This design comes from an exercise in tuning for small area, a short achievable clock period and few clock cycles per item on the open sky130 flow, not from production work. Where RTL was checked, it was by simulation tests only, not by an equivalence proof against the original. No functional check of the RTL was part of run 2. No activity file was given, so power comes from the tool's default toggle rates.

### flow/run.sh
#!/bin/bash
set -euo pipefail
bash standard.sh SETUP_SLACK_MARGIN=6.7 "BUFFER_PORTS_ARGS=-buffer_cell sky130_fd_sc_hd__buf_2" finish > standard_flow.log 2>&1
### standard.sh
#!/bin/bash
# synth_recipe.tcl (not shown) runs the flow's synth.tcl, then flattens the netlist and writes it again
# the make line also repeats each setting of config.mk as NAME=value (left out here)
make -C /OpenROAD-flow-scripts/flow DESIGN_CONFIG=/design/flow/config.mk WORK_HOME=/design/flow/orfs CLKGATE_MAP_FILE= SYNTH_SCRIPT=/design/flow/synth_recipe.tcl "${@:-finish}"
### config.mk
export PLATFORM = sky130hd
export DESIGN_NAME = power_calc
export DESIGN_NICKNAME = power_calc
export VERILOG_FILES = /design/flow/design.v
export SDC_FILE = /design/flow/constraint.sdc
export NUM_CORES = 4
export LEC_CHECK = 0
export CAP_MARGIN = 20
export CORE_MARGIN = 2
export CORE_UTILIZATION = 40
export SLEW_MARGIN = 20
export SYNTH_HIERARCHICAL = 1
export SYNTH_MINIMUM_KEEP_SIZE = 0
### constraint.sdc
create_clock -name core_clock -period 10.0 [get_ports {clk}]
set_input_delay 2.0000 -clock core_clock [delete_from_list [all_inputs] [get_ports {clk}]]
set_output_delay 2.0000 -clock core_clock [all_outputs]
set_load 0.01 [all_outputs]
### design.v
module power_calc (
    input  logic        clk,
    input  logic        rst,
    input  logic        in_valid,
    input  logic [19:0] in_data_1,
    input  logic [2:0]  in_data_2,
    output logic        busy,
    output logic        out_valid,
    output logic [59:0] out_data
);
    logic [19:0] b_r;        
    logic [9:0]  a_r;        
    logic [2:0]  j_r;        
    logic [2:0]  rem_r;      
    logic        act_r;      
    logic        first_r;    
    logic        small_r;    
    logic        kzero_r;    
    logic        gate_r;     
    logic        stall_r;    
    logic        bsmall_r;   
    logic [2:0]  nlast_r;    
    logic        busy_r;
    logic [9:0]  ls_r;       
    logic [9:0]  lc_r;       
    logic [19:0] cs_r;       
    logic [19:0] cc_r;       
    logic        co_r;       
    logic        cv_r;       
    logic [2:0]  cj_r;       
    logic        clast_r;    
    logic        cfin_r;     
    logic        ckz_r;      
    logic [59:0] acc_r;      
    logic        ov_r;
    logic [29:0] ts, tc;     
    logic [10:0] lo;         
    logic [19:0] hi;         
    logic [9:0]  wlo;        
    logic [19:0] whi;
    logic        last;
    logic        run;
    logic        tcyc;       
    logic        fin;
    logic        take;
    logic [59:0] view;       
    logic [9:0]  a_nxt;      
    logic [9:0]  a_base;     
    logic        a_lo;       
    logic        a_hi;       
    power_calc_csa u_csa (
        .a  (a_r),
        .b  (b_r),
        .cs (gate_r ? cs_r : 20'd0),
        .cc (gate_r ? cc_r : 20'd0),
        .s  (ts),
        .c  (tc)
    );
    logic [30:0] sum_x;
    logic [29:0] sum;
    assign sum_x = {cs_r, ls_r, co_r} + {cc_r, lc_r, co_r};
    assign sum   = sum_x[30:1];
    assign lo  = {sum[10] ^ cs_r[0] ^ cc_r[0], sum[9:0]};
    assign hi  = sum[29:10];
    assign wlo   = ckz_r ? 10'd0 : lo[9:0];
    assign whi   = ckz_r ? 20'd1 : hi;
    always_comb begin
        view = acc_r;
        if (cv_r) begin
            for (int i = 0; i < 6; i++) begin
                if (cj_r != 3'd0 && i == int'(cj_r) - 1) view[10*i +: 10] = wlo;
                if (clast_r && i == int'(cj_r))           view[10*i +: 10] = whi[9:0];
                if (clast_r && i == int'(cj_r) + 1)       view[10*i +: 10] = whi[19:10];
                if (clast_r && i > int'(cj_r) + 1)        view[10*i +: 10] = 10'd0;
            end
        end
    end
    assign last = (j_r == 3'd0) ? bsmall_r : (first_r | (j_r == nlast_r));
    assign tcyc = act_r & ~stall_r;
    assign run  = tcyc & ~small_r;
    assign fin  = tcyc & (small_r | (last & (rem_r == 3'd1)));
    assign take = in_valid & ~busy_r;
    always_comb begin
        if (first_r) begin
            a_nxt = b_r[19:10];
        end else begin
            case (j_r)
                3'd0:    a_nxt = acc_r[19:10];
                3'd1:    a_nxt = acc_r[29:20];
                3'd2:    a_nxt = acc_r[39:30];
                default: a_nxt = acc_r[49:40];
            endcase
        end
    end
    always_comb begin
        a_lo   = 1'b0;
        a_hi   = 1'b0;
        a_base = a_nxt;
        if (stall_r) begin
            a_lo = (cj_r == 3'd1);
            a_hi = (cj_r == 3'd0);
        end else if (last) begin
            a_base = acc_r[9:0];
            a_lo   = cv_r & (cj_r == 3'd1);
        end else begin
            a_lo   = cv_r & ~first_r & (j_r == 3'd0) & (cj_r == 3'd2);
        end
    end
    logic        act_nt, stall_nt, first_nt, last_nt, busy_nt, busy_new;
    logic [2:0]  j_nt, rem_nt, nlast_nt;
    assign act_nt   = act_r & ~fin;
    assign stall_nt = run & last & (rem_r != 3'd1) & (j_r[2:1] == 2'd0);
    assign j_nt     = run ? (last ? 3'd0 : j_r + 3'd1) : j_r;
    assign first_nt = first_r & ~(run & last);
    assign rem_nt   = (run & last) ? rem_r - 3'd1 : rem_r;
    logic        top;        
    assign top      = |hi[19:10];
    assign nlast_nt = (cv_r & clast_r) ? cj_r + {2'd0, top} : nlast_r;
    assign last_nt  = (j_nt == 3'd0) ? bsmall_r
                    : (first_nt | (~(cv_r & clast_r) & (j_nt == nlast_r)));
    assign busy_nt  = act_nt & (stall_nt | ~last_nt | (rem_nt != 3'd1));
    assign busy_new = ~((in_data_2 < 3'd2) | ((in_data_2 == 3'd2) & ~|in_data_1[19:10]));
    always_ff @(posedge clk) begin
        if (rst) begin
            act_r   <= 1'b0;
            stall_r <= 1'b0;
            busy_r  <= 1'b0;
            cv_r    <= 1'b0;
            co_r    <= 1'b0;
            ov_r    <= 1'b0;
        end else begin
            ov_r    <= cv_r & cfin_r;
            cv_r    <= tcyc;
            co_r    <= cv_r & ~clast_r & lo[10];
            stall_r <= stall_nt;
            act_r   <= take | act_nt;
            busy_r  <= take ? busy_new : busy_nt;
        end
    end
    always_ff @(posedge clk) begin
        if (cv_r) acc_r <= view;
        nlast_r <= nlast_nt;
        ls_r    <= ts[9:0];
        lc_r    <= tc[9:0];
        cs_r    <= ts[29:10];
        cc_r    <= tc[29:10];
        cj_r    <= small_r ? 3'd1 : j_r;
        clast_r <= small_r | last;
        cfin_r  <= small_r | (last & (rem_r == 3'd1));
        ckz_r   <= small_r & kzero_r;
        a_r     <= take ? ((in_data_2 < 3'd2) ? 10'd1 : in_data_1[9:0])
                        : (a_lo ? lo[9:0] : (a_hi ? hi[9:0] : a_base));
        j_r     <= j_nt;
        gate_r  <= (j_nt != 3'd0);
        first_r <= first_nt;
        rem_r   <= rem_nt;
        if (take) begin
            b_r      <= in_data_1;
            bsmall_r <= ~|in_data_1[19:10];
            j_r      <= 3'd0;
            gate_r   <= 1'b0;
            first_r  <= 1'b1;
            small_r  <= in_data_2 < 3'd2;
            kzero_r  <= in_data_2 == 3'd0;
            rem_r    <= (in_data_2 > 3'd5) ? 3'd4 : in_data_2 - 3'd1;
        end
    end
    assign busy      = busy_r;
    assign out_valid = ov_r;
    assign out_data  = acc_r;
endmodule
module power_calc_csa (
    input  logic [9:0]  a,
    input  logic [19:0] b,
    input  logic [19:0] cs,
    input  logic [19:0] cc,
    output logic [29:0] s,
    output logic [29:0] c
);
    logic [19:0] pp [10];
    always_comb begin
        for (int i = 0; i < 10; i++) pp[i] = b & {20{a[i]}};
    end
    logic w1;
    logic w2;
    logic w3;
    logic w4;
    logic w5;
    logic w6;
    logic w7;
    logic w8;
    logic w9;
    logic w10;
    logic w11;
    logic w12;
    logic w13;
    logic w14;
    logic w15;
    logic w16;
    logic w17;
    logic w18;
    logic w19;
    logic w20;
    logic w21;
    logic w22;
    logic w23;
    logic w24;
    logic w25;
    logic w26;
    logic w27;
    logic w28;
    logic w29;
    logic w30;
    logic w31;
    logic w32;
    logic w33;
    logic w34;
    logic w35;
    logic w36;
    logic w37;
    logic w38;
    logic w39;
    logic w40;
    logic w41;
    logic w42;
    logic w43;
    logic w44;
    logic w45;
    logic w46;
    logic w47;
    logic w48;
    logic w49;
    logic w50;
    logic w51;
    logic w52;
    logic w53;
    logic w54;
    logic w55;
    logic w56;
    logic w57;
    logic w58;
    logic w59;
    logic w60;
    logic w61;
    logic w62;
    logic w63;
    logic w64;
    logic w65;
    logic w66;
    logic w67;
    logic w68;
    logic w69;
    logic w70;
    logic w71;
    logic w72;
    logic w73;
    logic w74;
    logic w75;
    logic w76;
    logic w77;
    logic w78;
    logic w79;
    logic w80;
    logic w81;
    logic w82;
    logic w83;
    logic w84;
    logic w85;
    logic w86;
    logic w87;
    logic w88;
    logic w89;
    logic w90;
    logic w91;
    logic w92;
    logic w93;
    logic w94;
    logic w95;
    logic w96;
    logic w97;
    logic w98;
    logic w99;
    logic w100;
    logic w101;
    logic w102;
    logic w103;
    logic w104;
    logic w105;
    logic w106;
    logic w107;
    logic w108;
    logic w109;
    logic w110;
    logic w111;
    logic w112;
    logic w113;
    logic w114;
    logic w115;
    logic w116;
    logic w117;
    logic w118;
    logic w119;
    logic w120;
    logic w121;
    logic w122;
    logic w123;
    logic w124;
    logic w125;
    logic w126;
    logic w127;
    logic w128;
    logic w129;
    logic w130;
    logic w131;
    logic w132;
    logic w133;
    logic w134;
    logic w135;
    logic w136;
    logic w137;
    logic w138;
    logic w139;
    logic w140;
    logic w141;
    logic w142;
    logic w143;
    logic w144;
    logic w145;
    logic w146;
    logic w147;
    logic w148;
    logic w149;
    logic w150;
    logic w151;
    logic w152;
    logic w153;
    logic w154;
    logic w155;
    logic w156;
    logic w157;
    logic w158;
    logic w159;
    logic w160;
    logic w161;
    logic w162;
    logic w163;
    logic w164;
    logic w165;
    logic w166;
    logic w167;
    logic w168;
    logic w169;
    logic w170;
    logic w171;
    logic w172;
    logic w173;
    logic w174;
    logic w175;
    logic w176;
    logic w177;
    logic w178;
    logic w179;
    logic w180;
    logic w181;
    logic w182;
    logic w183;
    logic w184;
    logic w185;
    logic w186;
    logic w187;
    logic w188;
    logic w189;
    logic w190;
    logic w191;
    logic w192;
    logic w193;
    logic w194;
    logic w195;
    logic w196;
    logic w197;
    logic w198;
    logic w199;
    logic w200;
    logic w201;
    logic w202;
    logic w203;
    logic w204;
    logic w205;
    logic w206;
    logic w207;
    logic w208;
    logic w209;
    logic w210;
    logic w211;
    logic w212;
    logic w213;
    logic w214;
    logic w215;
    logic w216;
    logic w217;
    logic w218;
    logic w219;
    logic w220;
    logic w221;
    logic w222;
    logic w223;
    logic w224;
    logic w225;
    logic w226;
    logic w227;
    logic w228;
    logic w229;
    logic w230;
    logic w231;
    logic w232;
    logic w233;
    logic w234;
    logic w235;
    logic w236;
    logic w237;
    logic w238;
    logic w239;
    logic w240;
    logic w241;
    logic w242;
    logic w243;
    logic w244;
    logic w245;
    logic w246;
    logic w247;
    logic w248;
    logic w249;
    logic w250;
    logic w251;
    logic w252;
    logic w253;
    logic w254;
    logic w255;
    logic w256;
    logic w257;
    logic w258;
    logic w259;
    logic w260;
    logic w261;
    logic w262;
    logic w263;
    logic w264;
    logic w265;
    logic w266;
    logic w267;
    logic w268;
    logic w269;
    logic w270;
    logic w271;
    logic w272;
    logic w273;
    logic w274;
    logic w275;
    logic w276;
    logic w277;
    logic w278;
    logic w279;
    logic w280;
    logic w281;
    logic w282;
    logic w283;
    logic w284;
    logic w285;
    logic w286;
    logic w287;
    logic w288;
    logic w289;
    logic w290;
    logic w291;
    logic w292;
    logic w293;
    logic w294;
    logic w295;
    logic w296;
    logic w297;
    logic w298;
    logic w299;
    logic w300;
    logic w301;
    logic w302;
    logic w303;
    logic w304;
    logic w305;
    logic w306;
    logic w307;
    logic w308;
    logic w309;
    logic w310;
    logic w311;
    logic w312;
    logic w313;
    logic w314;
    logic w315;
    logic w316;
    logic w317;
    logic w318;
    logic w319;
    logic w320;
    logic w321;
    logic w322;
    logic w323;
    logic w324;
    logic w325;
    logic w326;
    logic w327;
    logic w328;
    logic w329;
    logic w330;
    logic w331;
    logic w332;
    logic w333;
    logic w334;
    logic w335;
    logic w336;
    logic w337;
    logic w338;
    logic w339;
    logic w340;
    logic w341;
    logic w342;
    logic w343;
    logic w344;
    logic w345;
    logic w346;
    logic w347;
    logic w348;
    logic w349;
    logic w350;
    logic w351;
    logic w352;
    logic w353;
    logic w354;
    logic w355;
    logic w356;
    logic w357;
    logic w358;
    logic w359;
    logic w360;
    logic w361;
    logic w362;
    logic w363;
    logic w364;
    logic w365;
    logic w366;
    logic w367;
    logic w368;
    logic w369;
    logic w370;
    logic w371;
    logic w372;
    logic w373;
    logic w374;
    logic w375;
    logic w376;
    logic w377;
    logic w378;
    logic w379;
    logic w380;
    logic w381;
    logic w382;
    logic w383;
    logic w384;
    logic w385;
    logic w386;
    logic w387;
    logic w388;
    logic w389;
    logic w390;
    logic w391;
    logic w392;
    logic w393;
    logic w394;
    logic w395;
    logic w396;
    logic w397;
    logic w398;
    logic w399;
    logic w400;
    power_calc_ha u_w1 (.a(cs[7]), .b(cc[7]), .s(w1), .c(w2));
    power_calc_fa u_w3 (.a(cs[8]), .b(cc[8]), .ci(pp[0][8]), .s(w3), .c(w4));
    power_calc_ha u_w5 (.a(pp[1][7]), .b(pp[2][6]), .s(w5), .c(w6));
    power_calc_fa u_w7 (.a(cs[9]), .b(cc[9]), .ci(pp[0][9]), .s(w7), .c(w8));
    power_calc_fa u_w9 (.a(pp[1][8]), .b(pp[2][7]), .ci(pp[3][6]), .s(w9), .c(w10));
    power_calc_ha u_w11 (.a(pp[4][5]), .b(pp[5][4]), .s(w11), .c(w12));
    power_calc_fa u_w13 (.a(cs[10]), .b(cc[10]), .ci(pp[0][10]), .s(w13), .c(w14));
    power_calc_fa u_w15 (.a(pp[1][9]), .b(pp[2][8]), .ci(pp[3][7]), .s(w15), .c(w16));
    power_calc_fa u_w17 (.a(pp[4][6]), .b(pp[5][5]), .ci(pp[6][4]), .s(w17), .c(w18));
    power_calc_fa u_w19 (.a(cs[11]), .b(cc[11]), .ci(pp[0][11]), .s(w19), .c(w20));
    power_calc_fa u_w21 (.a(pp[1][10]), .b(pp[2][9]), .ci(pp[3][8]), .s(w21), .c(w22));
    power_calc_fa u_w23 (.a(pp[4][7]), .b(pp[5][6]), .ci(pp[6][5]), .s(w23), .c(w24));
    power_calc_fa u_w25 (.a(cs[12]), .b(cc[12]), .ci(pp[0][12]), .s(w25), .c(w26));
    power_calc_fa u_w27 (.a(pp[1][11]), .b(pp[2][10]), .ci(pp[3][9]), .s(w27), .c(w28));
    power_calc_fa u_w29 (.a(pp[4][8]), .b(pp[5][7]), .ci(pp[6][6]), .s(w29), .c(w30));
    power_calc_fa u_w31 (.a(cs[13]), .b(cc[13]), .ci(pp[0][13]), .s(w31), .c(w32));
    power_calc_fa u_w33 (.a(pp[1][12]), .b(pp[2][11]), .ci(pp[3][10]), .s(w33), .c(w34));
    power_calc_fa u_w35 (.a(pp[4][9]), .b(pp[5][8]), .ci(pp[6][7]), .s(w35), .c(w36));
    power_calc_fa u_w37 (.a(cs[14]), .b(cc[14]), .ci(pp[0][14]), .s(w37), .c(w38));
    power_calc_fa u_w39 (.a(pp[1][13]), .b(pp[2][12]), .ci(pp[3][11]), .s(w39), .c(w40));
    power_calc_fa u_w41 (.a(pp[4][10]), .b(pp[5][9]), .ci(pp[6][8]), .s(w41), .c(w42));
    power_calc_fa u_w43 (.a(cs[15]), .b(cc[15]), .ci(pp[0][15]), .s(w43), .c(w44));
    power_calc_fa u_w45 (.a(pp[1][14]), .b(pp[2][13]), .ci(pp[3][12]), .s(w45), .c(w46));
    power_calc_fa u_w47 (.a(pp[4][11]), .b(pp[5][10]), .ci(pp[6][9]), .s(w47), .c(w48));
    power_calc_fa u_w49 (.a(cs[16]), .b(cc[16]), .ci(pp[0][16]), .s(w49), .c(w50));
    power_calc_fa u_w51 (.a(pp[1][15]), .b(pp[2][14]), .ci(pp[3][13]), .s(w51), .c(w52));
    power_calc_fa u_w53 (.a(pp[4][12]), .b(pp[5][11]), .ci(pp[6][10]), .s(w53), .c(w54));
    power_calc_fa u_w55 (.a(cs[17]), .b(cc[17]), .ci(pp[0][17]), .s(w55), .c(w56));
    power_calc_fa u_w57 (.a(pp[1][16]), .b(pp[2][15]), .ci(pp[3][14]), .s(w57), .c(w58));
    power_calc_fa u_w59 (.a(pp[4][13]), .b(pp[5][12]), .ci(pp[6][11]), .s(w59), .c(w60));
    power_calc_fa u_w61 (.a(cs[18]), .b(cc[18]), .ci(pp[0][18]), .s(w61), .c(w62));
    power_calc_fa u_w63 (.a(pp[1][17]), .b(pp[2][16]), .ci(pp[3][15]), .s(w63), .c(w64));
    power_calc_fa u_w65 (.a(pp[4][14]), .b(pp[5][13]), .ci(pp[6][12]), .s(w65), .c(w66));
    power_calc_fa u_w67 (.a(cs[19]), .b(cc[19]), .ci(pp[0][19]), .s(w67), .c(w68));
    power_calc_fa u_w69 (.a(pp[1][18]), .b(pp[2][17]), .ci(pp[3][16]), .s(w69), .c(w70));
    power_calc_fa u_w71 (.a(pp[4][15]), .b(pp[5][14]), .ci(pp[6][13]), .s(w71), .c(w72));
    power_calc_fa u_w73 (.a(pp[1][19]), .b(pp[2][18]), .ci(pp[3][17]), .s(w73), .c(w74));
    power_calc_ha u_w75 (.a(pp[4][16]), .b(pp[5][15]), .s(w75), .c(w76));
    power_calc_ha u_w77 (.a(pp[2][19]), .b(pp[3][18]), .s(w77), .c(w78));
    power_calc_ha u_w79 (.a(cs[4]), .b(cc[4]), .s(w79), .c(w80));
    power_calc_fa u_w81 (.a(cs[5]), .b(cc[5]), .ci(pp[0][5]), .s(w81), .c(w82));
    power_calc_ha u_w83 (.a(pp[1][4]), .b(pp[2][3]), .s(w83), .c(w84));
    power_calc_fa u_w85 (.a(cs[6]), .b(cc[6]), .ci(pp[0][6]), .s(w85), .c(w86));
    power_calc_fa u_w87 (.a(pp[1][5]), .b(pp[2][4]), .ci(pp[3][3]), .s(w87), .c(w88));
    power_calc_ha u_w89 (.a(pp[4][2]), .b(pp[5][1]), .s(w89), .c(w90));
    power_calc_fa u_w91 (.a(pp[0][7]), .b(pp[1][6]), .ci(pp[2][5]), .s(w91), .c(w92));
    power_calc_fa u_w93 (.a(pp[3][4]), .b(pp[4][3]), .ci(pp[5][2]), .s(w93), .c(w94));
    power_calc_fa u_w95 (.a(pp[6][1]), .b(pp[7][0]), .ci(w1), .s(w95), .c(w96));
    power_calc_fa u_w97 (.a(pp[3][5]), .b(pp[4][4]), .ci(pp[5][3]), .s(w97), .c(w98));
    power_calc_fa u_w99 (.a(pp[6][2]), .b(pp[7][1]), .ci(pp[8][0]), .s(w99), .c(w100));
    power_calc_fa u_w101 (.a(w2), .b(w5), .ci(w3), .s(w101), .c(w102));
    power_calc_fa u_w103 (.a(pp[6][3]), .b(pp[7][2]), .ci(pp[8][1]), .s(w103), .c(w104));
    power_calc_fa u_w105 (.a(pp[9][0]), .b(w6), .ci(w11), .s(w105), .c(w106));
    power_calc_fa u_w107 (.a(w4), .b(w7), .ci(w9), .s(w107), .c(w108));
    power_calc_fa u_w109 (.a(pp[7][3]), .b(pp[8][2]), .ci(pp[9][1]), .s(w109), .c(w110));
    power_calc_fa u_w111 (.a(w12), .b(w8), .ci(w10), .s(w111), .c(w112));
    power_calc_fa u_w113 (.a(w13), .b(w15), .ci(w17), .s(w113), .c(w114));
    power_calc_fa u_w115 (.a(pp[7][4]), .b(pp[8][3]), .ci(pp[9][2]), .s(w115), .c(w116));
    power_calc_fa u_w117 (.a(w14), .b(w16), .ci(w18), .s(w117), .c(w118));
    power_calc_fa u_w119 (.a(w19), .b(w21), .ci(w23), .s(w119), .c(w120));
    power_calc_fa u_w121 (.a(pp[7][5]), .b(pp[8][4]), .ci(pp[9][3]), .s(w121), .c(w122));
    power_calc_fa u_w123 (.a(w20), .b(w22), .ci(w24), .s(w123), .c(w124));
    power_calc_fa u_w125 (.a(w25), .b(w27), .ci(w29), .s(w125), .c(w126));
    power_calc_fa u_w127 (.a(pp[7][6]), .b(pp[8][5]), .ci(pp[9][4]), .s(w127), .c(w128));
    power_calc_fa u_w129 (.a(w26), .b(w28), .ci(w30), .s(w129), .c(w130));
    power_calc_fa u_w131 (.a(w31), .b(w33), .ci(w35), .s(w131), .c(w132));
    power_calc_fa u_w133 (.a(pp[7][7]), .b(pp[8][6]), .ci(pp[9][5]), .s(w133), .c(w134));
    power_calc_fa u_w135 (.a(w32), .b(w34), .ci(w36), .s(w135), .c(w136));
    power_calc_fa u_w137 (.a(w37), .b(w39), .ci(w41), .s(w137), .c(w138));
    power_calc_fa u_w139 (.a(pp[7][8]), .b(pp[8][7]), .ci(pp[9][6]), .s(w139), .c(w140));
    power_calc_fa u_w141 (.a(w38), .b(w40), .ci(w42), .s(w141), .c(w142));
    power_calc_fa u_w143 (.a(w43), .b(w45), .ci(w47), .s(w143), .c(w144));
    power_calc_fa u_w145 (.a(pp[7][9]), .b(pp[8][8]), .ci(pp[9][7]), .s(w145), .c(w146));
    power_calc_fa u_w147 (.a(w44), .b(w46), .ci(w48), .s(w147), .c(w148));
    power_calc_fa u_w149 (.a(w49), .b(w51), .ci(w53), .s(w149), .c(w150));
    power_calc_fa u_w151 (.a(pp[7][10]), .b(pp[8][9]), .ci(pp[9][8]), .s(w151), .c(w152));
    power_calc_fa u_w153 (.a(w50), .b(w52), .ci(w54), .s(w153), .c(w154));
    power_calc_fa u_w155 (.a(w55), .b(w57), .ci(w59), .s(w155), .c(w156));
    power_calc_fa u_w157 (.a(pp[7][11]), .b(pp[8][10]), .ci(pp[9][9]), .s(w157), .c(w158));
    power_calc_fa u_w159 (.a(w56), .b(w58), .ci(w60), .s(w159), .c(w160));
    power_calc_fa u_w161 (.a(w61), .b(w63), .ci(w65), .s(w161), .c(w162));
    power_calc_fa u_w163 (.a(pp[7][12]), .b(pp[8][11]), .ci(pp[9][10]), .s(w163), .c(w164));
    power_calc_fa u_w165 (.a(w62), .b(w64), .ci(w66), .s(w165), .c(w166));
    power_calc_fa u_w167 (.a(w67), .b(w69), .ci(w71), .s(w167), .c(w168));
    power_calc_fa u_w169 (.a(pp[6][14]), .b(pp[7][13]), .ci(pp[8][12]), .s(w169), .c(w170));
    power_calc_fa u_w171 (.a(pp[9][11]), .b(w75), .ci(w68), .s(w171), .c(w172));
    power_calc_fa u_w173 (.a(w70), .b(w72), .ci(w73), .s(w173), .c(w174));
    power_calc_fa u_w175 (.a(pp[4][17]), .b(pp[5][16]), .ci(pp[6][15]), .s(w175), .c(w176));
    power_calc_fa u_w177 (.a(pp[7][14]), .b(pp[8][13]), .ci(pp[9][12]), .s(w177), .c(w178));
    power_calc_fa u_w179 (.a(w76), .b(w77), .ci(w74), .s(w179), .c(w180));
    power_calc_fa u_w181 (.a(pp[3][19]), .b(pp[4][18]), .ci(pp[5][17]), .s(w181), .c(w182));
    power_calc_fa u_w183 (.a(pp[6][16]), .b(pp[7][15]), .ci(pp[8][14]), .s(w183), .c(w184));
    power_calc_ha u_w185 (.a(pp[9][13]), .b(w78), .s(w185), .c(w186));
    power_calc_fa u_w187 (.a(pp[4][19]), .b(pp[5][18]), .ci(pp[6][17]), .s(w187), .c(w188));
    power_calc_ha u_w189 (.a(pp[7][16]), .b(pp[8][15]), .s(w189), .c(w190));
    power_calc_ha u_w191 (.a(pp[5][19]), .b(pp[6][18]), .s(w191), .c(w192));
    power_calc_ha u_w193 (.a(cs[2]), .b(cc[2]), .s(w193), .c(w194));
    power_calc_fa u_w195 (.a(cs[3]), .b(cc[3]), .ci(pp[0][3]), .s(w195), .c(w196));
    power_calc_ha u_w197 (.a(pp[1][2]), .b(pp[2][1]), .s(w197), .c(w198));
    power_calc_fa u_w199 (.a(pp[0][4]), .b(pp[1][3]), .ci(pp[2][2]), .s(w199), .c(w200));
    power_calc_fa u_w201 (.a(pp[3][1]), .b(pp[4][0]), .ci(w79), .s(w201), .c(w202));
    power_calc_fa u_w203 (.a(pp[3][2]), .b(pp[4][1]), .ci(pp[5][0]), .s(w203), .c(w204));
    power_calc_fa u_w205 (.a(w80), .b(w83), .ci(w81), .s(w205), .c(w206));
    power_calc_fa u_w207 (.a(pp[6][0]), .b(w84), .ci(w89), .s(w207), .c(w208));
    power_calc_fa u_w209 (.a(w82), .b(w85), .ci(w87), .s(w209), .c(w210));
    power_calc_fa u_w211 (.a(w90), .b(w86), .ci(w88), .s(w211), .c(w212));
    power_calc_fa u_w213 (.a(w91), .b(w93), .ci(w95), .s(w213), .c(w214));
    power_calc_fa u_w215 (.a(w92), .b(w94), .ci(w96), .s(w215), .c(w216));
    power_calc_fa u_w217 (.a(w97), .b(w99), .ci(w101), .s(w217), .c(w218));
    power_calc_fa u_w219 (.a(w98), .b(w100), .ci(w103), .s(w219), .c(w220));
    power_calc_fa u_w221 (.a(w105), .b(w102), .ci(w107), .s(w221), .c(w222));
    power_calc_fa u_w223 (.a(w104), .b(w109), .ci(w106), .s(w223), .c(w224));
    power_calc_fa u_w225 (.a(w108), .b(w111), .ci(w113), .s(w225), .c(w226));
    power_calc_fa u_w227 (.a(w110), .b(w115), .ci(w112), .s(w227), .c(w228));
    power_calc_fa u_w229 (.a(w114), .b(w117), .ci(w119), .s(w229), .c(w230));
    power_calc_fa u_w231 (.a(w116), .b(w121), .ci(w118), .s(w231), .c(w232));
    power_calc_fa u_w233 (.a(w120), .b(w123), .ci(w125), .s(w233), .c(w234));
    power_calc_fa u_w235 (.a(w122), .b(w127), .ci(w124), .s(w235), .c(w236));
    power_calc_fa u_w237 (.a(w126), .b(w129), .ci(w131), .s(w237), .c(w238));
    power_calc_fa u_w239 (.a(w128), .b(w133), .ci(w130), .s(w239), .c(w240));
    power_calc_fa u_w241 (.a(w132), .b(w135), .ci(w137), .s(w241), .c(w242));
    power_calc_fa u_w243 (.a(w134), .b(w139), .ci(w136), .s(w243), .c(w244));
    power_calc_fa u_w245 (.a(w138), .b(w141), .ci(w143), .s(w245), .c(w246));
    power_calc_fa u_w247 (.a(w140), .b(w145), .ci(w142), .s(w247), .c(w248));
    power_calc_fa u_w249 (.a(w144), .b(w147), .ci(w149), .s(w249), .c(w250));
    power_calc_fa u_w251 (.a(w146), .b(w151), .ci(w148), .s(w251), .c(w252));
    power_calc_fa u_w253 (.a(w150), .b(w153), .ci(w155), .s(w253), .c(w254));
    power_calc_fa u_w255 (.a(w152), .b(w157), .ci(w154), .s(w255), .c(w256));
    power_calc_fa u_w257 (.a(w156), .b(w159), .ci(w161), .s(w257), .c(w258));
    power_calc_fa u_w259 (.a(w158), .b(w163), .ci(w160), .s(w259), .c(w260));
    power_calc_fa u_w261 (.a(w162), .b(w165), .ci(w167), .s(w261), .c(w262));
    power_calc_fa u_w263 (.a(w164), .b(w169), .ci(w166), .s(w263), .c(w264));
    power_calc_fa u_w265 (.a(w168), .b(w171), .ci(w173), .s(w265), .c(w266));
    power_calc_fa u_w267 (.a(w170), .b(w175), .ci(w177), .s(w267), .c(w268));
    power_calc_fa u_w269 (.a(w172), .b(w174), .ci(w179), .s(w269), .c(w270));
    power_calc_fa u_w271 (.a(w176), .b(w178), .ci(w181), .s(w271), .c(w272));
    power_calc_fa u_w273 (.a(w183), .b(w185), .ci(w180), .s(w273), .c(w274));
    power_calc_fa u_w275 (.a(pp[9][14]), .b(w189), .ci(w182), .s(w275), .c(w276));
    power_calc_fa u_w277 (.a(w184), .b(w186), .ci(w187), .s(w277), .c(w278));
    power_calc_fa u_w279 (.a(pp[7][17]), .b(pp[8][16]), .ci(pp[9][15]), .s(w279), .c(w280));
    power_calc_fa u_w281 (.a(w190), .b(w191), .ci(w188), .s(w281), .c(w282));
    power_calc_fa u_w283 (.a(pp[6][19]), .b(pp[7][18]), .ci(pp[8][17]), .s(w283), .c(w284));
    power_calc_ha u_w285 (.a(pp[9][16]), .b(w192), .s(w285), .c(w286));
    power_calc_ha u_w287 (.a(pp[7][19]), .b(pp[8][18]), .s(w287), .c(w288));
    power_calc_ha u_w289 (.a(cs[1]), .b(cc[1]), .s(w289), .c(w290));
    power_calc_fa u_w291 (.a(pp[0][2]), .b(pp[1][1]), .ci(pp[2][0]), .s(w291), .c(w292));
    power_calc_fa u_w293 (.a(pp[3][0]), .b(w194), .ci(w197), .s(w293), .c(w294));
    power_calc_fa u_w295 (.a(w198), .b(w196), .ci(w199), .s(w295), .c(w296));
    power_calc_fa u_w297 (.a(w200), .b(w202), .ci(w203), .s(w297), .c(w298));
    power_calc_fa u_w299 (.a(w204), .b(w207), .ci(w206), .s(w299), .c(w300));
    power_calc_fa u_w301 (.a(w208), .b(w210), .ci(w211), .s(w301), .c(w302));
    power_calc_fa u_w303 (.a(w212), .b(w214), .ci(w215), .s(w303), .c(w304));
    power_calc_fa u_w305 (.a(w216), .b(w219), .ci(w218), .s(w305), .c(w306));
    power_calc_fa u_w307 (.a(w220), .b(w223), .ci(w222), .s(w307), .c(w308));
    power_calc_fa u_w309 (.a(w224), .b(w227), .ci(w226), .s(w309), .c(w310));
    power_calc_fa u_w311 (.a(w228), .b(w231), .ci(w230), .s(w311), .c(w312));
    power_calc_fa u_w313 (.a(w232), .b(w235), .ci(w234), .s(w313), .c(w314));
    power_calc_fa u_w315 (.a(w236), .b(w239), .ci(w238), .s(w315), .c(w316));
    power_calc_fa u_w317 (.a(w240), .b(w243), .ci(w242), .s(w317), .c(w318));
    power_calc_fa u_w319 (.a(w244), .b(w247), .ci(w246), .s(w319), .c(w320));
    power_calc_fa u_w321 (.a(w248), .b(w251), .ci(w250), .s(w321), .c(w322));
    power_calc_fa u_w323 (.a(w252), .b(w255), .ci(w254), .s(w323), .c(w324));
    power_calc_fa u_w325 (.a(w256), .b(w259), .ci(w258), .s(w325), .c(w326));
    power_calc_fa u_w327 (.a(w260), .b(w263), .ci(w262), .s(w327), .c(w328));
    power_calc_fa u_w329 (.a(w267), .b(w264), .ci(w266), .s(w329), .c(w330));
    power_calc_fa u_w331 (.a(w268), .b(w271), .ci(w270), .s(w331), .c(w332));
    power_calc_fa u_w333 (.a(w272), .b(w275), .ci(w277), .s(w333), .c(w334));
    power_calc_fa u_w335 (.a(w279), .b(w276), .ci(w278), .s(w335), .c(w336));
    power_calc_fa u_w337 (.a(w280), .b(w283), .ci(w285), .s(w337), .c(w338));
    power_calc_fa u_w339 (.a(pp[9][17]), .b(w287), .ci(w284), .s(w339), .c(w340));
    power_calc_ha u_w341 (.a(pp[8][19]), .b(pp[9][18]), .s(w341), .c(w342));
    power_calc_ha u_w343 (.a(cs[0]), .b(cc[0]), .s(w343), .c(w344));
    power_calc_fa u_w345 (.a(pp[0][1]), .b(pp[1][0]), .ci(w289), .s(w345), .c(w346));
    power_calc_fa u_w347 (.a(w290), .b(w193), .ci(w291), .s(w347), .c(w348));
    power_calc_fa u_w349 (.a(w292), .b(w195), .ci(w293), .s(w349), .c(w350));
    power_calc_fa u_w351 (.a(w201), .b(w294), .ci(w295), .s(w351), .c(w352));
    power_calc_fa u_w353 (.a(w296), .b(w297), .ci(w205), .s(w353), .c(w354));
    power_calc_fa u_w355 (.a(w298), .b(w209), .ci(w299), .s(w355), .c(w356));
    power_calc_fa u_w357 (.a(w213), .b(w300), .ci(w301), .s(w357), .c(w358));
    power_calc_fa u_w359 (.a(w302), .b(w303), .ci(w217), .s(w359), .c(w360));
    power_calc_fa u_w361 (.a(w304), .b(w221), .ci(w305), .s(w361), .c(w362));
    power_calc_fa u_w363 (.a(w225), .b(w306), .ci(w307), .s(w363), .c(w364));
    power_calc_fa u_w365 (.a(w229), .b(w308), .ci(w309), .s(w365), .c(w366));
    power_calc_fa u_w367 (.a(w233), .b(w310), .ci(w311), .s(w367), .c(w368));
    power_calc_fa u_w369 (.a(w237), .b(w312), .ci(w313), .s(w369), .c(w370));
    power_calc_fa u_w371 (.a(w241), .b(w314), .ci(w315), .s(w371), .c(w372));
    power_calc_fa u_w373 (.a(w245), .b(w316), .ci(w317), .s(w373), .c(w374));
    power_calc_fa u_w375 (.a(w249), .b(w318), .ci(w319), .s(w375), .c(w376));
    power_calc_fa u_w377 (.a(w253), .b(w320), .ci(w321), .s(w377), .c(w378));
    power_calc_fa u_w379 (.a(w257), .b(w322), .ci(w323), .s(w379), .c(w380));
    power_calc_fa u_w381 (.a(w261), .b(w324), .ci(w325), .s(w381), .c(w382));
    power_calc_fa u_w383 (.a(w265), .b(w326), .ci(w327), .s(w383), .c(w384));
    power_calc_fa u_w385 (.a(w269), .b(w328), .ci(w329), .s(w385), .c(w386));
    power_calc_fa u_w387 (.a(w273), .b(w330), .ci(w331), .s(w387), .c(w388));
    power_calc_fa u_w389 (.a(w274), .b(w333), .ci(w332), .s(w389), .c(w390));
    power_calc_fa u_w391 (.a(w281), .b(w334), .ci(w335), .s(w391), .c(w392));
    power_calc_fa u_w393 (.a(w282), .b(w337), .ci(w336), .s(w393), .c(w394));
    power_calc_fa u_w395 (.a(w286), .b(w339), .ci(w338), .s(w395), .c(w396));
    power_calc_fa u_w397 (.a(w288), .b(w341), .ci(w340), .s(w397), .c(w398));
    power_calc_ha u_w399 (.a(pp[9][19]), .b(w342), .s(w399), .c(w400));
    assign s[0] = pp[0][0];
    assign c[0] = w343;
    assign s[1] = w344;
    assign c[1] = w345;
    assign s[2] = w346;
    assign c[2] = w347;
    assign s[3] = w348;
    assign c[3] = w349;
    assign s[4] = w350;
    assign c[4] = w351;
    assign s[5] = w352;
    assign c[5] = w353;
    assign s[6] = w354;
    assign c[6] = w355;
    assign s[7] = w356;
    assign c[7] = w357;
    assign s[8] = w358;
    assign c[8] = w359;
    assign s[9] = w360;
    assign c[9] = w361;
    assign s[10] = w362;
    assign c[10] = w363;
    assign s[11] = w364;
    assign c[11] = w365;
    assign s[12] = w366;
    assign c[12] = w367;
    assign s[13] = w368;
    assign c[13] = w369;
    assign s[14] = w370;
    assign c[14] = w371;
    assign s[15] = w372;
    assign c[15] = w373;
    assign s[16] = w374;
    assign c[16] = w375;
    assign s[17] = w376;
    assign c[17] = w377;
    assign s[18] = w378;
    assign c[18] = w379;
    assign s[19] = w380;
    assign c[19] = w381;
    assign s[20] = w382;
    assign c[20] = w383;
    assign s[21] = w384;
    assign c[21] = w385;
    assign s[22] = w386;
    assign c[22] = w387;
    assign s[23] = w388;
    assign c[23] = w389;
    assign s[24] = w391;
    assign c[24] = w390;
    assign s[25] = w392;
    assign c[25] = w393;
    assign s[26] = w395;
    assign c[26] = w394;
    assign s[27] = w397;
    assign c[27] = w396;
    assign s[28] = w399;
    assign c[28] = w398;
    assign s[29] = w400;
    assign c[29] = 1'b0;
endmodule
module power_calc_fa (input logic a, input logic b, input logic ci,
                      output logic s, output logic c);
    assign s = a ^ b ^ ci;
    assign c = (a & b) | (a & ci) | (b & ci);
endmodule
module power_calc_ha (input logic a, input logic b,
                      output logic s, output logic c);
    assign s = a ^ b;
    assign c = a & b;
endmodule
==> run_results.csv, run 1 <==
group,metric,value,unit
run_status,status,"timing/DRC/antenna clean",
synthesis,post-synth-top-count-cell,"fa_1",
die,row_count,72,
cts,cts_root_buf,"clkbuf_16",
place,portBuffers,87,
final_layout,final_util,0.459,
die,die_area,40600,um^2
critical_path,crit_buf_inv,0,
critical_path,crit_chain,"fa_2, a211oi_4, nor3_4, o21ai_0, and2_2, a211oi_4, o2111ai_1, nor3b_4, and4_4, nand3_2, ha_4, ha_4, xor2_1",
die,initial_core_util,0.405,
detailed_routing,drtAntennaViolNets,0,
global_routing,grt_usage,0.242,
power_and_ir_drop,powerDensity,324,nW/um^2
power_and_ir_drop,peakVddDrop,181,uV
sta,rsz0062_at_grt,"true",
hold_path,hold_path_class,"flop to flop",
synthesis,synth_largest_area_cell,"fa_1",
cts,cts_tree,"built",
global_routing,grtUsageMet2,0.392,
synthesis,synth_area_leaders,"fa_1 (23%), edfxtp_1 (17%), dfxtp_1 (12%), and2_1 (6.4%), ha_1 (5.4%)",
hold_path,holdPathStages,1,
synthesis,synthesis.nets,1802,
detailed_routing,postRouteWirelength,48.8,mm
synthesis,ys_ff_latch,176,
cts,clk_latency,0.46,ns
critical_path,path_class,"flop to flop",
global_routing,top_usage_layer,"met2",
final_layout,num-nets-final,1848,
detailed_routing,wl_per_cell,23.2,um
critical_path,slowest_delay,0.43,ns
sta,worst_slew_pin_slew,1.23,ns
sta,post-route-period-util,0.332,
die,fp.dieW,202,um
cts,postCtsHoldBufs,0,
synthesis,synth_flop_cell,"dfxtp_1",
global_routing,grt_pass1_vias,12300,
critical_path,critPathArrivalTime,3.50,ns
critical_path,critPathMaxFanout,4,
global_routing,grt_pass1_wl,73.9,mm
detailed_routing,first_pass_iters,7,
global_routing,grt_util_met3,0.0437,
synthesis,synth-async-reset-ratio,0,
die,die_height,202,um
synthesis,yosysTopAreaCellShare,0.233,
synthesis,ys_types,82,
final_layout,final_cells,2105,
global_routing,overflow,0,
place,placed_cells,2008,
sta,finalHoldViolCount,0,
critical_path,cp_slowest_cell,"fa_2",
critical_path,critPathRequiredTime,10.18,ns
synthesis,synth_commonest_cells,"fa_1 (182), and2_1 (161), nor2_1 (120)",
sta,holdWs,0.449,ns
sta,fmaxAchievable,302,MHz
die,coreArea,38600,um^2
detailed_routing,first_iter_violations,1059,
synthesis,seq_area_frac_synth,0.281,
cts,numCtsBuffers,17,
synthesis,synthCells,1527,
sta,fin_crit,3.32,ns
sta,slew_headroom,0.176,
sta,fin_setup_tns,0,ns
synthesis,yosysWarnings,10,
global_routing,grt_max_degree,45,
cts,htreeDepth,4,
sta,drv_slew,0,
power_and_ir_drop,p_leak,7.30,nW
synthesis,postSynthAreaPerCell,10.2,um^2
sta,clock_skew,0.0207,ns
final_layout,drive_above_1_share,0.251,
critical_path,endpoint_kind,"flop",
critical_path,critPathTopFamily,"simple AND/OR/NAND/NOR gates",
detailed_routing,vias,11900,
cts,clk_pin_slew_worst_paths,0.07,ns
critical_path,reg2regPathDepth,13,
cts,cts_num_sinks,176,
place,dp_hpwl,35.5,mm
critical_path,cp_num_cells,13,
final_layout,nFillCells,3686,
die,io_pins,88,
cts,cts_buffer_depth,2,
global_routing,grt_use_met1,0.328,
synthesis,synth-edff-count,86,
synthesis,synth.cell_area,15600,um^2
detailed_routing,drc,0,
run,cap_violations,0,
place,gp_congestion,0.927,
global_routing,antenna_found_initial,0,
sta,setup_viol,0,
detailed_routing,via_per_inst,5.66,
critical_path,cp-start-kind,"flop",
final_layout,area_growth,13.4,%
==> through the flow <==
step           cell area [um^2]  setup WS (ns)  power (W)
2_1_floorplan             15600           6.73    0.00393
3_3_place_gp              15900           6.15    0.00437
3_5_place_dp              15900           6.12    0.00443
4_1_cts                   17000           6.60    0.00541
5_1_grt                   17700           6.58    0.00610
6_report                  17700           6.68    0.00574
==> cell usage in the layout, fill, tap and decap left out, types with 13 or more instances in the layout <==
cell type / instances
a211oi_1: 56
a21oi_1: 63
and2_1: 158
and2_2: 86
buf_2: 87
buf_4: 72
clkbuf_16: 22
dfxtp_1: 78
edfxtp_1: 86
fa_1: 168
fa_2: 14
ha_1: 50
ha_4: 14
inv_1: 25
nand2_1: 80
nand2b_1: 14
nand3_1: 20
nor2_1: 114
nor3_1: 33
o211ai_1: 13
o21ai_0: 52
xnor2_1: 16
==> registers in the layout (all words and copies together) (netlist names), 3 cells and up <==
register  count
a_r          10
acc_r        60
b_r          20
cc_r         20
cj_r          3
cs_r         20
j_r           3
lc_r         10
ls_r         10
nlast_r       3
rem_r         3
==> area by class of cell <==
| type | instances | area (um^2) | area share |
|---|---|---|---|
| Clock inverter | 10 | 124 | 0.00699 |
| Inverter | 27 | 101 | 0.00572 |
| Timing Repair Buffer | 166 | 1090 | 0.0617 |
| Multi-Input combinational cell | 1185 | 10800 | 0.608 |
| Tap cell | 518 | 648 | 0.0366 |
| Sequential cell | 176 | 4420 | 0.249 |
| Antenna cell | 1 | 2.50 | 0.000141 |
| Clock buffer | 22 | 551 | 0.0311 |
==> per-layer routing <==
metal  vias to the layer above  wire length [um]
met5                         -                 0
met4                         0              1510
met3                        94              3450
met2                       502             23200
met1                      5996             20700
li1                       5317                 -
==> per-module statistics from Yosys, one instance, submodules excluded <==
module / cells / area, um^2 / copies in the design
power_calc_ha: 1 / 12.5 / 19
power_calc: 1046 / 9730 / 1
power_calc_csa: 281 / 2030 / 1
power_calc_fa: 1 / 20.0 / 181
==> repair_timing <==
| item | 4_1_cts | 5_1_grt |
|---|---|---|
| gates resized for setup | 51 | 89 |
| setup buffers | 31 | 33 |
| hold endpoints to repair | 0 | 0 |
| setup endpoints to repair | 82 | 77 |
| pin swaps | 9 | 27 |
==> kinds of logic after synthesis <==
family	synth area share
adders and majority gates	0.287
DFF	0.281
other	0.000240
xor gates and xnor gates	0.0213
buffers and inverters	0.0658
muxes	0.00585
and+or+nand+nor	0.210
AOI/OAI and AO/OA	0.130
==> worst register-to-register path: cells and delay by family (launching register included) <==
kind                     cells  cell delay (ns)
XOR/XNOR                     1             0.13
AND/OR/NAND/NOR              5             0.97
adder cells (fa/ha/maj)      3             0.76
AO/OA/AOI/OAI                4             0.86
flip-flops                   1             0.34
==> worst paths after layout <==
kind                     end    start  slack, ns
setup / recovery  nlast_r[2]  ls_r[0]       6.68
setup reg to reg  nlast_r[2]  ls_r[0]       6.68
hold / removal         ckz_r  kzero_r       0.45
hold reg to reg        ckz_r  kzero_r       0.45
==> power by group <==
part	leakage [nW]	internal (W)	total [W]	switching, W
clock	0.335	0.000448	0.000761	0.000313
sequential	1.56	0.000992	0.00118	0.000183
combinational	5.41	0.00155	0.00381	0.00226
Testbench counts, summed over its fixed seeds: cycles 12,967, items 1,920.
==> inputs of run 2 (changes only) <==
--- a/design.v
+++ b/design.v
@@ -29,4 +29,5 @@
     logic        cv_r;       
     logic [2:0]  cj_r;       
+    logic [2:0]  cj1_r;      
     logic        clast_r;    
     logic        cfin_r;     
@@ -116,5 +117,5 @@
     logic        top;        
     assign top      = |hi[19:10];
-    assign nlast_nt = (cv_r & clast_r) ? cj_r + {2'd0, top} : nlast_r;
+    assign nlast_nt = (cv_r & clast_r) ? (top ? cj1_r : cj_r) : nlast_r;
     assign last_nt  = (j_nt == 3'd0) ? bsmall_r
                     : (first_nt | (~(cv_r & clast_r) & (j_nt == nlast_r)));
@@ -146,4 +147,5 @@
         cc_r    <= tc[29:10];
         cj_r    <= small_r ? 3'd1 : j_r;
+        cj1_r   <= small_r ? 3'd2 : j_r + 3'd1;
         clast_r <= small_r | last;
         cfin_r  <= small_r | (last & (rem_r == 3'd1));
==> flow/run.sh (replaced) <==
#!/bin/bash
set -euo pipefail
bash standard.sh SETUP_SLACK_MARGIN=6.5 "BUFFER_PORTS_ARGS=-buffer_cell sky130_fd_sc_hd__buf_2" finish > standard_flow.log 2>&1
--- a/config.mk
+++ b/config.mk
@@ -9,4 +9,5 @@
 export CORE_MARGIN = 2
 export CORE_UTILIZATION = 40
+export CTS_BUF_LIST = sky130_fd_sc_hd__clkbuf_8
 export SLEW_MARGIN = 20
 export SYNTH_HIERARCHICAL = 1
==> run 2 against run 1 <==
Sequential share of layout area grew 1.3 points. Register-to-register slack lost 0.18 ns. Critical path type unchanged. Worst setup slack got worse by 0.18 ns. Global-route usage is 1.5 points lower. Utilization down 2.9 points. Total power decreased by 11%. Synthesized cell count rose by 1.1%. Critical path depth fell by 5. Design area down 4.2%. Highest routed layer unchanged.
==> run_results.csv, run 2 <==
group,metric,value,unit
synthesis,synth_flop_cell,"dfxtp_1",
detailed_routing,drc,0,
synthesis,synthCells,1544,
power_and_ir_drop,peakVddDrop,117,uV
place,gp_congestion,0.937,
synthesis,synth_area_leaders,"fa_1 (23%), edfxtp_1 (16%), dfxtp_1 (12%), and2_1 (6.5%), ha_1 (5.2%)",
sta,post-route-period-util,0.349,
global_routing,grt_pass1_vias,11900,
synthesis,synthesis.nets,1818,
hold_path,hp-start,"cfin_r",
global_routing,grt_max_degree,41,
synthesis,synth.cell_area,15900,um^2
run_status,status,"timing/DRC/antenna clean",
die,fp.dieW,203,um
sta,slew_headroom,0.261,
global_routing,antenna_found_initial,2,
hold_path,hold_end,"ov_r",
power_and_ir_drop,powerDensity,301,nW/um^2
power_and_ir_drop,power,0.00511,W
die,die_area,41300,um^2
cts,clk_pin_slew_worst_paths,0.09,ns
synthesis,yosysTopAreaCellShare,0.229,
synthesis,post-synth-top-count-cell,"fa_1",
cts,cts_buffer_depth,2,
place,placed_cells,2034,
final_layout,final_cells,2078,
synthesis,seq_area_frac_synth,0.280,
die,initial_core_util,0.403,
synthesis,synth_largest_area_cell,"fa_1",
synthesis,synth-edff-count,86,
synthesis,synth_commonest_cells,"fa_1 (182), and2_1 (165), nor2_1 (113)",
critical_path,path_class,"flop to flop",
critical_path,reg2regPathDepth,8,
cts,numCtsBuffers,17,
detailed_routing,via_per_inst,5.70,
detailed_routing,vias,11800,
sta,worst_slew_pin_slew,1.09,ns
hold_path,hold_path_class,"flop to flop",
final_layout,area_growth,6.80,%
place,dp_hpwl,35.6,mm
die,coreArea,39500,um^2
critical_path,rrSetupSlack,6.51,ns
cts,cts_num_sinks,179,
global_routing,grt_pass1_wl,71.0,mm
final_layout,diodes,0,
detailed_routing,first_iter_violations,1202,
cts,htreeDepth,4,
critical_path,critPathMaxFanout,10,
final_layout,num-nets-final,1814,
final_layout,fin_area,17000,um^2
die,io_pins,88,
hold_path,holdPathStages,2,
synthesis,ys_types,79,
cts,cts_tree,"built",
critical_path,regToRegEndpoint,"nlast_r[1]",
final_layout,drive_above_1_share,0.190,
global_routing,overflow,0,
die,die_height,203,um
sta,drv_slew,0,
sta,rsz0062_at_grt,"false",
sta,finalHoldViolCount,0,
die,row_count,73,
power_and_ir_drop,p_leak,7.08,nW
synthesis,yosysWarnings,10,
detailed_routing,postRouteWirelength,46.4,mm
final_layout,layout_commonest_cell,"fa_1",
critical_path,cp-start-kind,"flop",
place,portBuffers,87,
sta,setup_viol,0,
critical_path,endpoint_kind,"flop",
critical_path,critPathArrivalTime,3.74,ns
synthesis,postSynthAreaPerCell,10.3,um^2
sta,fin_setup_tns,0,ns
sta,fmaxAchievable,286,MHz
cts,cts_root_buf,"clkbuf_8",
sta,clock_skew,0.0303,ns
global_routing,grt_usage,0.228,
cts,clk_latency,0.51,ns
critical_path,critPathRequiredTime,10.25,ns
final_layout,top_register,"acc_r",
critical_path,reg2reg_from,"cc_r[11]",
cts,postCtsHoldBufs,0,
detailed_routing,first_pass_iters,5,
detailed_routing,wl_per_cell,22.4,um
final_layout,final_cell_mix,"fa_1 (182), and2_1 (165), nor2_1 (110)",
synthesis,synth-async-reset-ratio,0,
detailed_routing,drtAntennaViolNets,0,
run,cap_violations,0,
final_layout,largest_reg_flops,60,
place,dpl_cell_area,16200,um^2
sta,fin_crit,3.49,ns
synthesis,ys_ff_latch,179,
==> run 2: timing repair <==
action,CTS,global route
setup buffers,0,12
gates resized for setup,13,31
pin swaps,1,8
hold endpoints to repair,0,0
endpoints found under the setup margin,52,51
==> run 2: final cells by class <==
| cell class | instances | area [um^2] |
|---|---|---|
| clock buffer | 18 | 248 |
| clock inverter | 14 | 200 |
| fill | 3763 | 22500 |
| inverter | 32 | 123 |
| multi-input combinational | 1195 | 10600 |
| sequential | 179 | 4460 |
| tap | 525 | 657 |
| timing repair buffer | 115 | 671 |
==> run 2: power breakdown <==
part           switching (W)  internal, W
registers           0.000186      0.00100
logic                0.00200      0.00133
clock network       0.000305     0.000283
==> run 2: critical path, cell delays in order, from the launching register on <==
cell and delay, ns:
dfxtp_1 0.36, ha_1 0.42, a21oi_1 0.38, nand2_1 0.16, o311ai_0 0.91, nor3_1 0.12
and4bb_2 0.38, nand4bb_4 0.19, mux2_4 0.33
==> run 2: through the flow <==
step / util / hold slack (ns) / worst slack [ns]
floorplan: - / 0.394 / 6.75
global placement: 0.411 / 0.402 / 6.10
detailed placement: 0.411 / 0.407 / 6.03
CTS: 0.424 / 0.421 / 6.45
global route: 0.430 / 0.433 / 6.49
finish: 0.430 / 0.417 / 6.51
==> run 2: metal layers <==
layer	wire length (um)	vias to the layer above	GRT usage
li1	-	5302	-
met2	21600	523	0.364
met5	0	-	0
met3	3150	87	0.0320
met4	1690	0	0.0897
met1	20000	5924	0.313
==> run 2: worst max-delay path by stage <==
stage                        startpoint          to  depth (start not counted)
after floorplan           in_data_1[15]      busy_r                          6
after global placement         in_valid    rem_r[2]                          6
after detailed placement       in_valid    rem_r[2]                          6
after CTS                       ls_r[0]   acc_r[57]                         10
after global routing            cs_r[8]  nlast_r[1]                         10
final                          cc_r[11]  nlast_r[1]                          8
==> run 2: kinds of logic after synthesis <==
logic type | Yosys count | share of synthesized area
xor+xnor | 31 | 0.0171
flops | 179 | 0.280
buf+inv | 170 | 0.0633
fa+ha+maj | 248 | 0.281
simple gates | 579 | 0.205
other cells | 1 | 0.000236
mux | 37 | 0.0244
compound gates | 299 | 0.129
==> run 2: Yosys stat by module (local to each module, per instance) <==
module	times used	area, um^2	flip-flops and latches	cells inside
power_calc	1	10000	179	1063
power_calc_csa	1	2030	0	281
power_calc_fa	181	20.0	0	1
power_calc_ha	19	12.5	0	1
==> inputs of run 3 (changes only) <==
--- a/design.v
+++ b/design.v
@@ -29,5 +29,4 @@
     logic        cv_r;       
     logic [2:0]  cj_r;       
-    logic [2:0]  cj1_r;      
     logic        clast_r;    
     logic        cfin_r;     
@@ -117,5 +116,5 @@
     logic        top;        
     assign top      = |hi[19:10];
-    assign nlast_nt = (cv_r & clast_r) ? (top ? cj1_r : cj_r) : nlast_r;
+    assign nlast_nt = (cv_r & clast_r) ? cj_r + {2'd0, top} : nlast_r;
     assign last_nt  = (j_nt == 3'd0) ? bsmall_r
                     : (first_nt | (~(cv_r & clast_r) & (j_nt == nlast_r)));
@@ -147,5 +146,4 @@
         cc_r    <= tc[29:10];
         cj_r    <= small_r ? 3'd1 : j_r;
-        cj1_r   <= small_r ? 3'd2 : j_r + 3'd1;
         clast_r <= small_r | last;
         cfin_r  <= small_r | (last & (rem_r == 3'd1));
--- a/config.mk
+++ b/config.mk
@@ -6,9 +6,9 @@
 export NUM_CORES = 4
 export LEC_CHECK = 0
-export CAP_MARGIN = 20
+export CAP_MARGIN = 5
 export CORE_MARGIN = 2
 export CORE_UTILIZATION = 40
 export CTS_BUF_LIST = sky130_fd_sc_hd__clkbuf_8
-export SLEW_MARGIN = 20
+export SLEW_MARGIN = 5
 export SYNTH_HIERARCHICAL = 1
 export SYNTH_MINIMUM_KEEP_SIZE = 0
==> run 3 against run 2 <==
Critical path depth rose by 5. Combinational power rose by 7.2%. Global-route usage rose by 0.81 points. Still clean. Critical endpoint is now nlast_r[2].
==> run_results.csv, run 3 <==
group,metric,value,unit
synthesis,synth_area_leaders,"fa_1 (23%), edfxtp_1 (17%), dfxtp_1 (12%), and2_1 (6.4%), ha_1 (5.4%)",
critical_path,critPathRequiredTime,10.23,ns
synthesis,seq_area_frac_synth,0.281,
sta,worst_slew_pin_slew,1.27,ns
critical_path,reg2reg_from,"ls_r[0]",
final_layout,multi_input_area,10500,um^2
detailed_routing,via_per_inst,5.64,
power_and_ir_drop,p_leak,6.91,nW
final_layout,register_area,4400,um^2
critical_path,cp-start-kind,"flop",
critical_path,critPathArrivalTime,3.67,ns
cts,cts_tree,"built",
cts,cts_root_buf,"clkbuf_8",
detailed_routing,vias,11600,
synthesis,synth.cell_area,15600,um^2
die,die_area,40600,um^2
final_layout,num-nets-final,1799,
synthesis,yosysTopAreaCellShare,0.233,
synthesis,ys_ff_latch,176,
cts,clk_latency,0.49,ns
sta,setup_viol,0,
critical_path,critPathMaxFanout,4,
synthesis,synth-edff-count,86,
place,dpl_cell_area,15900,um^2
sta,drv_slew,0,
power_and_ir_drop,p_comb_frac,0.673,
synthesis,synth-async-reset-ratio,0,
global_routing,grt_usage,0.236,
global_routing,grt_pass1_vias,12000,
critical_path,startpoint,"ls_r[0]",
power_and_ir_drop,seqPwrFrac,0.221,
die,die_height,202,um
detailed_routing,first_pass_iters,5,
critical_path,endpoint_kind,"flop",
global_routing,grt_max_degree,45,
die,row_count,72,
power_and_ir_drop,powerDensity,317,nW/um^2
synthesis,yosysWarnings,10,
sta,post-route-period-util,0.344,
synthesis,synthesis.nets,1802,
detailed_routing,first_iter_violations,1065,
synthesis,post-synth-top-count-cell,"fa_1",
detailed_routing,drc,0,
sta,rsz0062_at_grt,"true",
power_and_ir_drop,switching_share,0.499,
place,portBuffers,87,
sta,clock_skew,0.0204,ns
final_layout,nFillCells,3786,
final_layout,top_register,"acc_r",
detailed_routing,postRouteWirelength,47.3,mm
die,initial_core_util,0.405,
final_layout,fin_area,16700,um^2
cts,postCtsHoldBufs,0,
synthesis,synthCells,1527,
power_and_ir_drop,power,0.00530,W
synthesis,synth_commonest_cells,"fa_1 (182), and2_1 (161), nor2_1 (120)",
synthesis,synth_flop_cell,"dfxtp_1",
cts,htreeDepth,4,
final_layout,layout_commonest_cell,"fa_1",
synthesis,synth_largest_area_cell,"fa_1",
sta,fmaxAchievable,290,MHz
sta,slew_headroom,0.147,
place,gp_congestion,0.935,
global_routing,overflow,0,
detailed_routing,drtAntennaViolNets,0,
cts,cts_buffer_depth,2,
run_status,status,"timing/DRC/antenna clean",
power_and_ir_drop,internal_power,0.00265,W
final_layout,final_cell_mix,"fa_1 (181), and2_1 (161), nor2_1 (117)",
place,dp_hpwl,35.7,mm
cts,cts_num_sinks,176,
die,io_pins,88,
final_layout,area_growth,7.15,%
global_routing,antenna_found_initial,0,
final_layout,drive_above_1_share,0.195,
sta,fin_setup_tns,0,ns
synthesis,postSynthAreaPerCell,10.2,um^2
final_layout,largest_reg_flops,60,
detailed_routing,wl_per_cell,23.0,um
hold_path,hold_path_class,"flop to flop",
sta,fin_crit,3.44,ns
die,fp.dieW,202,um
run,cap_violations,0,
synthesis,ys_types,82,
power_and_ir_drop,p_clk_frac,0.106,
critical_path,path_class,"flop to flop",
hold_path,hp-start,"kzero_r",
cts,numCtsBuffers,17,
power_and_ir_drop,power.switching,0.00265,W
cts,clk_pin_slew_worst_paths,0.10,ns
final_layout,final_util,0.434,
sta,finalHoldViolCount,0,
die,coreArea,38600,um^2
power_and_ir_drop,peakVddDrop,162,uV
global_routing,grt_pass1_wl,72.4,mm
final_layout,diodes,0,
-- run 3: cell count changes after synthesis, sizes merged, moves of 6 or more --
cell,delta
o21ai,+15
buf,+8
o211ai,+11
nor2b,+6
a22o,-6
nor3,-12
nor2,+8
a211o,-6
nand2,+9
mux2i,-24
clkbuf,-7
o311ai,-6
-- run 3: power groups by stage --
| stage | combinational, W | clock, W | sequential (W) |
|---|---|---|---|
| final | 0.00357 | 0.000564 | 0.00117 |
| after global routing | 0.00388 | 0.000601 | 0.00119 |
| after CTS | 0.00338 | 0.000572 | 0.00116 |
| after detailed placement | 0.00331 | 0 | 0.00118 |
| after global placement | 0.00326 | 0 | 0.00117 |
| after floorplan | 0.00286 | 0 | 0.00107 |
-- run 3: metrics by stage --
step / hold slack, ns / worst slack, ns / cells
floorplan: 0.426 / 6.58 / 1527
global placement: 0.435 / 6.14 / 2008
detailed placement: 0.433 / 6.12 / 2008
CTS: 0.454 / 6.43 / 2041
global route: 0.464 / 6.38 / 2055
finish: 0.453 / 6.56 / 2055
-- run 3: logic make-up (layout without fill, tap and decap cells) --
family / count (synthesis) / in the layout / synth area share
AND/OR/NAND/NOR: 587 / 587 / 0.210
AO/OA/AOI/OAI: 301 / 301 / 0.130
multiplexers: 9 / 9 / 0.00585
other: 1 / 1 / 0.000240
flip-flops: 176 / 176 / 0.281
XOR/XNOR: 38 / 38 / 0.0213
buffers and inverters: 166 / 176 / 0.0658
adder cells (fa/ha/maj): 249 / 249 / 0.287
-- run 3: final cells by class --
cell class / instances / area share
multi-input cells: 1185 / 0.625
clock inverters: 13 / 0.0108
repair buffers: 117 / 0.0412
inverters: 27 / 0.00606
clock buffers: 19 / 0.0156
flip-flops and latches: 176 / 0.263
well taps: 518 / 0.0387
-- run 3: Yosys stat by module (local to each module, per instance) --
module	copies in the design	cells	flops+latches	cell area, um^2
power_calc	1	1046	176	9730
power_calc_fa	181	1	0	20.0
power_calc_ha	19	1	0	12.5
power_calc_csa	1	281	0	2030
-- run 3: final timing paths --
| path | endpoint | slack [ns] | depth (start not counted) |
|---|---|---|---|
| min reg2reg | ckz_r | 0.45 | 1 |
| max reg2reg | nlast_r[2] | 6.56 | 13 |
| min | ckz_r | 0.45 | 1 |
| max | nlast_r[2] | 6.56 | 13 |
-- run 3: repair_timing --
action / 4_1_cts / 5_1_grt
pin swaps: 2 / 9
setup endpoints to repair: 64 / 59
setup buffers: 1 / 14
resized for setup: 20 / 36
-- run 3: critical path, cell delays in order, from the launching register on --
cell and delay [ns]:
dfxtp_1 0.34, fa_2 0.44, a211oi_2 0.31, nor3_2 0.12, o21ai_0 0.17, and2_1 0.26
a211oi_4 0.13, o31ai_4 0.36, xnor2_2 0.19, and4_2 0.25, nand3_1 0.10, ha_1 0.20
ha_1 0.18, xor2_1 0.14
-- run 3: layer usage --
metal / global-route usage / up-vias / share of wire
met2: 0.375 / 478 / 0.47
met1: 0.329 / 5809 / 0.44
met5: 0 / - / 0
met4: 0.0780 / 0 / 0.027
li1: - / 5219 / -
met3: 0.0379 / 86 / 0.065
Testbench counts of run 3, summed over its fixed seeds: cycles 12,967, items 1,920.

## re-timing with driven ports
In the flow no input, the clock included, has a driving cell. The finished layouts below were timed again as built, in two steps. Step 1: set_driving_cell puts a clkbuf_16 on clk and a buf_2 on each other input, an assumption about the parent block. Step 2 moves the port delays by t, midway between the first and last clock arrival at a register: inputs arrive t later, outputs are due t later. That takes back most of the time a late clock gives input paths. a / b / c = ideal / step 1 / step 2; a / b = the first two.
run | shift t [ns] | setup WS [ns] | worst register clock-pin slew, ns | pins driven straight from the clock port
run 1 | 0.499 | 6.685 / 6.685 / 6.243 | 0.08 / 0.08 | 1
run 2 | 0.544 | 6.505 / 6.505 / 6.407 | 0.12 / 0.12 | 1
run 3 | 0.530 | 6.556 / 6.556 / 6.271 | 0.10 / 0.10 | 1
After both steps every run listed still meets setup and hold. For run 1, which loses most, drivers alone change the setup slack by 0.000 ns; drivers and shift together by -0.442 ns.
